Background: an optimization exercise with open tools, aiming at small area, a short achievable clock period and few clock cycles per item. Do not read the settings as production practice. At most, simulation tests tie the RTL to the original design; equivalence was not proved.

Design mm_pe_stream, start of the top module:
module mm_pe_stream
#(
  parameter int W         = mm_pe_stream_pkg::PE_W,
  parameter int MAX_WORDS = mm_pe_stream_pkg::PE_MAX_WORDS,
  parameter int CNT_W     = mm_pe_stream_pkg::PE_CNT_W
) (
  input  logic             clk,
  input  logic             rstn,
  input  logic             start,
  input  logic [CNT_W-1:0] n_words,
  input  logic [W-1:0]     x_j,
  input  logic [W-1:0]     m_prime,
  input  logic [W-1:0]     s_hi,
  input  logic             in_valid,
  output logic             in_ready,
  input  logic [W-1:0]     y_i,
  input  logic [W-1:0]     m_i,
  input  logic [W-1:0]     s_i,
  output logic             out_valid,
  input  logic             out_ready,
  output logic [W-1:0]     out_word,
  output logic [W-1:0]     out_top,
  output logic             busy,
  output logic             done,
  output logic             err
);
  localparam int SW = mm_pe_stream_pkg::PE_SUM_W;
  localparam int CW = mm_pe_stream_pkg::PE_CARRY_W;
  logic [2:0]       r_ph;
  logic             r_busy, r_done, r_err;
  logic             r_irdy;         
  logic             r_room;         
  logic [2:0]       r_cr;           
  logic             r_first;        
  logic [CNT_W-1:0] r_cnt;          
  logic [24:0]      r_xd;           
  logic [24:0]      r_qd;           
  logic [W-1:0]     r_top;          
  logic             r_ir_v, r_cs_v;
  logic [2:0]       r_ir_k, r_cs_k;
  logic [W-1:0]     r_y, r_m, r_s;
  logic [2*SW-1:0]  r_rows;
  logic [CW-1:0]    r_c;
  logic             r_ov;
  logic [W-1:0]     r_out;
  logic [W-1:0]     r_qb [3];
  logic [1:0]       r_qn, r_wp, r_rp;
  logic [2*SW-1:0]  w_rows;
  logic [SW-1:0]    w_t;
  logic [24:0]      w_rec;
  logic             w_idle;
  assign w_idle = (r_ph == mm_pe_stream_pkg::PH_IDLE);
  mm_pe_mac u_mac (
    .i_xd   (r_xd),
    .i_qd   (r_qd),
    .i_y    (r_y),
    .i_m    (r_m),
    .i_s    (r_s),
    .o_rows (w_rows)
  );
  ...
Size in the first run: ~2,500 cells after synthesis, about 300 flip-flops, roughly 150 I/O pins, about 0.025 mm^2 of cells after synthesis.
==> flow/config.mk <==
export PLATFORM = sky130hd
export DESIGN_NAME = mm_pe_stream
export DESIGN_NICKNAME = mm_pe_stream
export VERILOG_FILES = /design/flow/design.v
export SDC_FILE = /design/flow/constraint.sdc
export NUM_CORES = 4
export LEC_CHECK = 0
export CAP_MARGIN = 20
export CORE_MARGIN = 2
export CORE_UTILIZATION = 60
export SLEW_MARGIN = 60
==> flow/constraint.sdc <==
create_clock -name core_clock -period 12.5 [get_ports {clk}]
set_input_delay 2.5000 -clock core_clock [delete_from_list [all_inputs] [get_ports {clk}]]
set_output_delay 2.5000 -clock core_clock [all_outputs]
set_load 0.01 [all_outputs]
run.sh (not shown) runs the stock make flow with config.mk's settings and CLKGATE_MAP_FILE= SYNTH_SCRIPT=/design/flow/synth_recipe.tcl, a recipe that flattens the netlist after the stock synthesis.
Edit:
--- a/flow/design.v
+++ b/flow/design.v
@@ -1094,33 +1094,31 @@
   logic [W-1:0]     r_y, r_m, r_s;
   logic [2*SW-1:0]  r_rows;
   logic [CW-1:0]    r_c;
   logic             r_ov;
   logic [W-1:0]     r_out;
   logic [W-1:0]     r_qb [3];
   logic [1:0]       r_qn, r_wp, r_rp;
   logic [2*SW-1:0]  w_rows;
   logic [SW-1:0]    w_t;
   logic [24:0]      w_rec;
-  logic             w_idle;
-  assign w_idle = (r_ph == mm_pe_stream_pkg::PH_IDLE);
   mm_pe_mac u_mac (
     .i_xd   (r_xd),
     .i_qd   (r_qd),
     .i_y    (r_y),
     .i_m    (r_m),
     .i_s    (r_s),
     .o_rows (w_rows)
   );
   assign w_t = r_rows[SW-1:0] + r_rows[2*SW-1:SW] + SW'(r_c);
   mm_pe_booth_rec u_rec (
-    .i_v (w_idle ? m_prime : w_t[W-1:0]),
+    .i_v (r_ph == mm_pe_stream_pkg::PH_IDLE ? m_prime : w_t[W-1:0]),
     .o_d (w_rec)
   );
   logic [24:0] w_xrec;
   mm_pe_booth_rec u_xrec (
     .i_v (x_j),
     .o_d (w_xrec)
   );
   logic w_start, w_legal, w_take, w_pop, w_push, w_ins_f, w_cap_t, w_sel_t;
   logic w_cs_q, w_cs_w0, w_cs_f;
   logic [2:0] w_cr_n;
@@ -1218,28 +1216,28 @@
             r_done <= 1'b1;
             r_busy <= 1'b0;
             r_ph   <= mm_pe_stream_pkg::PH_IDLE;
           end
         end
         default: r_ph <= mm_pe_stream_pkg::PH_IDLE;
       endcase
     end
   end
   always_ff @(posedge clk) begin
-    if (w_idle) begin
-      r_xd <= w_xrec;
-      r_c  <= '0;
+    if (w_start && w_legal) begin
+      r_xd  <= w_xrec;
+      r_top <= s_hi;
+      r_c   <= '0;
     end
-    if (w_start && w_legal) r_top <= s_hi;
-    if (w_idle) r_cnt <= n_words;
-    else        r_cnt <= w_cnt_n;
-    if (w_idle || w_cs_q) r_qd <= w_rec;
+    if (w_start && w_legal) r_cnt <= n_words;
+    else                    r_cnt <= w_cnt_n;
+    if ((w_start && w_legal) || w_cs_q) r_qd <= w_rec;
     r_y <= (w_sel_t || w_ins_f) ? '0 : y_i;
     r_m <= w_sel_t ? w_t[W-1:0] : ((r_ph == mm_pe_stream_pkg::PH_P1 || w_ins_f) ? '0 : m_i);
     r_s <= w_ins_f ? r_top : (w_sel_t ? '0 : s_i);
     r_rows <= w_rows;
     if (w_cs_w0 || w_push) r_c <= w_t[SW-1:W];
     if (w_cs_f) r_top <= w_t[2*W-1:W];
   end
   logic w_free, w_buf_in;
   assign w_free   = !r_ov || w_pop;
   assign w_buf_in = w_push && (!w_free || (r_qn != 2'd0));
@@ -1256,13 +1254,13 @@
       end
       if (w_buf_in) r_wp <= (r_wp == 2'd2) ? 2'd0 : r_wp + 2'd1;
       r_qn <= r_qn + 2'(w_buf_in) - 2'(w_free && (r_qn != 2'd0));
     end
   end
   always_ff @(posedge clk) begin
     if (w_free) begin
       if (r_qn != 2'd0) r_out <= r_qb[r_rp];
       else if (w_push)  r_out <= w_t[W-1:0];
     end
-    if (w_push) r_qb[r_wp] <= w_t[W-1:0];
+    if (w_buf_in) r_qb[r_wp] <= w_t[W-1:0];
   end
 endmodule
After rerunning: Cell count came out lower by 0.97%; count of clock-buffer cells in the layout fell by 1; utilization increases by 1.3 points; worst setup slack degrades by 0.055 ns; fmax is lower by 1.2%; critical path depth goes down by 1; first-iteration DRC count is lower by 4.2%; die area goes down by 0.46%.
Testbench counts after the change, summed over its fixed seeds: cycles 13,915, words 13,043.
Function not checked in the first run of this note: the RTL went through the layout flow alone.

static timing again, ports no longer ideal:
The flow's constraints put no driver on any port. The routed layouts listed below were extracted and timed again, unchanged, in two steps. Step 1 sets driving cells, clkbuf_16 on the clock port and buf_2 on the other inputs (assumed; they add their load-dependent delay and slew). Step 2 times the ports against the registers' clock, not the clock port: input delays grow and output delays shrink by t, the midpoint of the rising clock arrivals with the driver on. Slacks: ideal ports / drivers / drivers and shift; pairs: ideal ports / drivers.
run | t (ns) | slack for setup (ns) | worst setup path at the end
the first run | 0.611 | 7.809 / 7.849 / 7.239 | input to register
the second run | 0.608 | 7.754 / 7.790 / 7.182 | input to register
After both steps setup and hold are still met in every run listed. For the second run, which loses most, drivers alone change the setup slack by +0.036 ns; drivers and shift together by -0.572 ns.
